Background: an optimization exercise with open tools, aiming at small area, a short achievable clock period and few clock cycles per item. Do not read the settings as production practice.
At most, simulation tests tie the RTL to the original design; equivalence was not proved.

== P ==
Design knight_blocked_lattice_path_count, start of the top module:
module knight_blocked_lattice_path_count (
	input  logic               clk,
	input  logic               arst_n,
	input  logic               in_valid,
	output logic               in_stall,
	input  logic [COORD_W-1:0] target_x,
	input  logic [COORD_W-1:0] target_y,
	input  logic [COORD_W-1:0] knight_x,
	input  logic [COORD_W-1:0] knight_y,
	output logic               out_valid,
	input  logic               out_stall,
	output logic [COUNT_W-1:0] path_count
);
	function automatic int roww(input int y);
		case (y)
			0: roww = 1;   1: roww = 6;   2: roww = 10;  3: roww = 13;
			4: roww = 16;  5: roww = 19;  6: roww = 22;  7: roww = 24;
			8: roww = 26;  9: roww = 29;  10: roww = 31; 11: roww = 32;
			12: roww = 34; 13: roww = 36; 14: roww = 38; 15: roww = 39;
			16: roww = 41; 17: roww = 42; 18: roww = 44; 19: roww = 45;
			20: roww = 47; 21: roww = 48; 22: roww = 49; 23: roww = 50;
			24: roww = 52; 25: roww = 53; 26: roww = 54; 27: roww = 55;
			28: roww = 56; 29: roww = 57; 30: roww = 58; default: roww = 59;
		endcase
	endfunction
	function automatic int rowoff(input int y);
		case (y)
			0: rowoff = 0;  1: rowoff = 1;  2: rowoff = 7;  3: rowoff = 17;
			4: rowoff = 30;  5: rowoff = 46;  6: rowoff = 65;  7: rowoff = 87;
			8: rowoff = 111;  9: rowoff = 137;  10: rowoff = 166;  11: rowoff = 197;
			12: rowoff = 229;  13: rowoff = 263;  14: rowoff = 299;  15: rowoff = 337;
			16: rowoff = 376;  17: rowoff = 417;  18: rowoff = 459;  19: rowoff = 503;
			20: rowoff = 548;  21: rowoff = 595;  22: rowoff = 643;  23: rowoff = 692;
			24: rowoff = 742;  25: rowoff = 794;  26: rowoff = 847;  27: rowoff = 901;
			28: rowoff = 956;  29: rowoff = 1012;  30: rowoff = 1069;  31: rowoff = 1127;
			32: rowoff = 1186;
			default: rowoff = 0;
		endcase
	endfunction
  ...
Size: about 2600 flip-flops, about 120000 µm² of cells after synthesis.
clock: 6.0 ns
lec_check: 0
cap_margin: 20
core_margin: 2
core_utilization: 40
cts_cluster_diameter: 110
cts_cluster_size: 24
place_density: 0.6
setup_slack_margin: 3.5
slew_margin: 20
run.sh (not shown) runs the stock make flow with config.mk's settings and CLKGATE_MAP_FILE= SYNTH_SCRIPT=/design/flow/synth_recipe.tcl, a recipe that flattens the netlist after the stock synthesis.
P went all the way through the flow, and no timing, DRC or antenna check failed.
Testbench counts of P, summed over its fixed seeds: cycles 16,946, items 1,600.
diff inputs: P => Q
- a change of CTS_CLUSTER_DIAMETER from 110 to 120
- a change of CTS_CLUSTER_SIZE from 24 to 30
[summary]
- Summary of Q over P: share of the clock period used by the worst path went down.
- Looking at P and Q, the cell count is a wash.
- Compared Q against P; overall routed net length within noise.


knight_blocked_lattice_path_count, a different RTL version from the one above (not shown whole).
For scale: ~9100 cells after synthesis, roughly 3100 flip-flops, ~0.12 sq mm of cells after synthesis.
Design knight_blocked_lattice_path_count, start of the top module:
module knight_blocked_lattice_path_count (
	input  logic               clk,
	input  logic               arst_n,
	input  logic               in_valid,
	output logic               in_stall,
	input  logic [COORD_W-1:0] target_x,
	input  logic [COORD_W-1:0] target_y,
	input  logic [COORD_W-1:0] knight_x,
	input  logic [COORD_W-1:0] knight_y,
	output logic               out_valid,
	input  logic               out_stall,
	output logic [COUNT_W-1:0] path_count
);
export LEC_CHECK = 0
export CAP_MARGIN = 20
export CORE_MARGIN = 2
export CORE_UTILIZATION = 50
export CTS_CLUSTER_DIAMETER = 90
export CTS_CLUSTER_SIZE = 20
export PLACE_DENSITY = 0.7
export SETUP_SLACK_MARGIN = 3.5
export SLEW_MARGIN = 20
create_clock -name core_clock -period 6.0 [get_ports {clk}]
Testbench counts at the start, summed over its fixed seeds: cycles 17,016, items 1,600.
Rerun with:
- CTS_CLUSTER_DIAMETER: 90 -> 110
- CTS_CLUSTER_SIZE: 20 -> 24
- SETUP_SLACK_MARGIN: 3.5 -> 3.2
Utilization fell by 0.99 points.
Routed wire length came out lower by a few percent.
Sequential share of layout area came out higher by 0.69 points.
Count of clock-buffer cells in the layout shrinks by 41.
Design area falls slightly.
Rerun with:
- SETUP_SLACK_MARGIN: 3.2 -> 3.4
Result: Fmax climbs by about 10%. Wire length rises by 0.78%. Utilization went up by 0.11 points. Sequential share of layout area stays flat. Setup slack improves by 0.26 ns. Design area barely changes. Worst hold slack improves by 0.0084 ns. Register-to-register slack is better by 0.21 ns.


Another version of the RTL of knight_blocked_lattice_path_count (not shown whole).
Size in the first run: ~12,000 cells after synthesis, ~3,100 flip-flops, about 85 I/O pins, ~0.12 mm² of cells after synthesis.
==> flow/config.mk <==
export PLATFORM = sky130hd
export DESIGN_NAME = knight_blocked_lattice_path_count
export DESIGN_NICKNAME = knight_blocked_lattice_path_count
export VERILOG_FILES = /design/flow/design.v
export SDC_FILE = /design/flow/constraint.sdc
export NUM_CORES = 4
export LEC_CHECK = 0
export ABC_AREA = 1
export CAP_MARGIN = 20
export CORE_MARGIN = 2
export CORE_UTILIZATION = 40
export CTS_CLUSTER_DIAMETER = 110
export CTS_CLUSTER_SIZE = 24
export PLACE_DENSITY = 0.6
export SETUP_SLACK_MARGIN = 3.4
export SLEW_MARGIN = 20
==> flow/constraint.sdc <==
create_clock -name core_clock -period 6.0 [get_ports {clk}]
set_input_delay 1.2000 -clock core_clock [delete_from_list [all_inputs] [get_ports {clk}]]
set_output_delay 1.2000 -clock core_clock [all_outputs]
set_load 0.01 [all_outputs]
The first run finished with timing, DRC and antenna clean.
Then changed:
Settings changed: ABC_AREA 1 to unset, SETUP_SLACK_MARGIN 3.4 to 3.5.
Effect: Worst hold slack is worse by 0.0094 ns; wire length shrinks by 3.8%; non-clock buffer count increases by 16; synthesized cell count came out lower by 22%; first-iteration DRC count drops by about 11%; via count decreases by about 9%.
No run of this note included a check of the RTL's function; only the layout flow was run.

==> afterwards: timing with drivers on the ports <==
Ports are ideal in the flow. The routed layouts listed here were re-timed in OpenROAD. Step 1 (the two cells are an assumption about what drives the block):
set clk [get_ports {clk}]
set_driving_cell -lib_cell sky130_fd_sc_hd__clkbuf_16 $clk
set_driving_cell -lib_cell sky130_fd_sc_hd__buf_2 [delete_from_list [all_inputs] $clk]
Step 2 moves the port delays by t, midway between the first and last clock arrival at a register: inputs arrive t later, outputs are due t later. That takes back most of the time a late clock gives input paths. a / b / c = ideal / step 1 / step 2; a / b = the first two.
run | t (ns) | setup WS [ns] | worst setup path after step 2 | slew at the worst register clock pin (ns) | worst slew at a driven data input, ns
P | 0.884 | 3.413 / 3.323 / 2.702 | input to register | 0.11 / 0.11 | 0.05
Q | 0.871 | 3.430 / 3.337 / 2.708 | input to register | 0.12 / 0.12 | 0.06
the first run of note 2 | 0.895 | 3.430 / 3.347 / 2.644 | input to register | 0.09 / 0.09 | 0.11
the second run of note 2 | 0.897 | 3.146 / 3.195 / 2.312 | input to register | 0.10 / 0.10 | 0.09
the third run of note 2 | 0.899 | 3.410 / 3.325 / 2.580 | input to register | 0.10 / 0.10 | 0.10
the first run of note 3 | 0.906 | 3.404 / 3.317 / 2.698 | input to register | 0.10 / 0.10 | 0.06
the second run of note 3 | 0.913 | 3.399 / 3.312 / 2.625 | input to register | 0.11 / 0.11 | 0.14
After both steps every run listed still meets setup and hold. For the second run of note 2, which loses most, drivers alone change the setup slack by +0.049 ns; drivers and shift together by -0.834 ns.
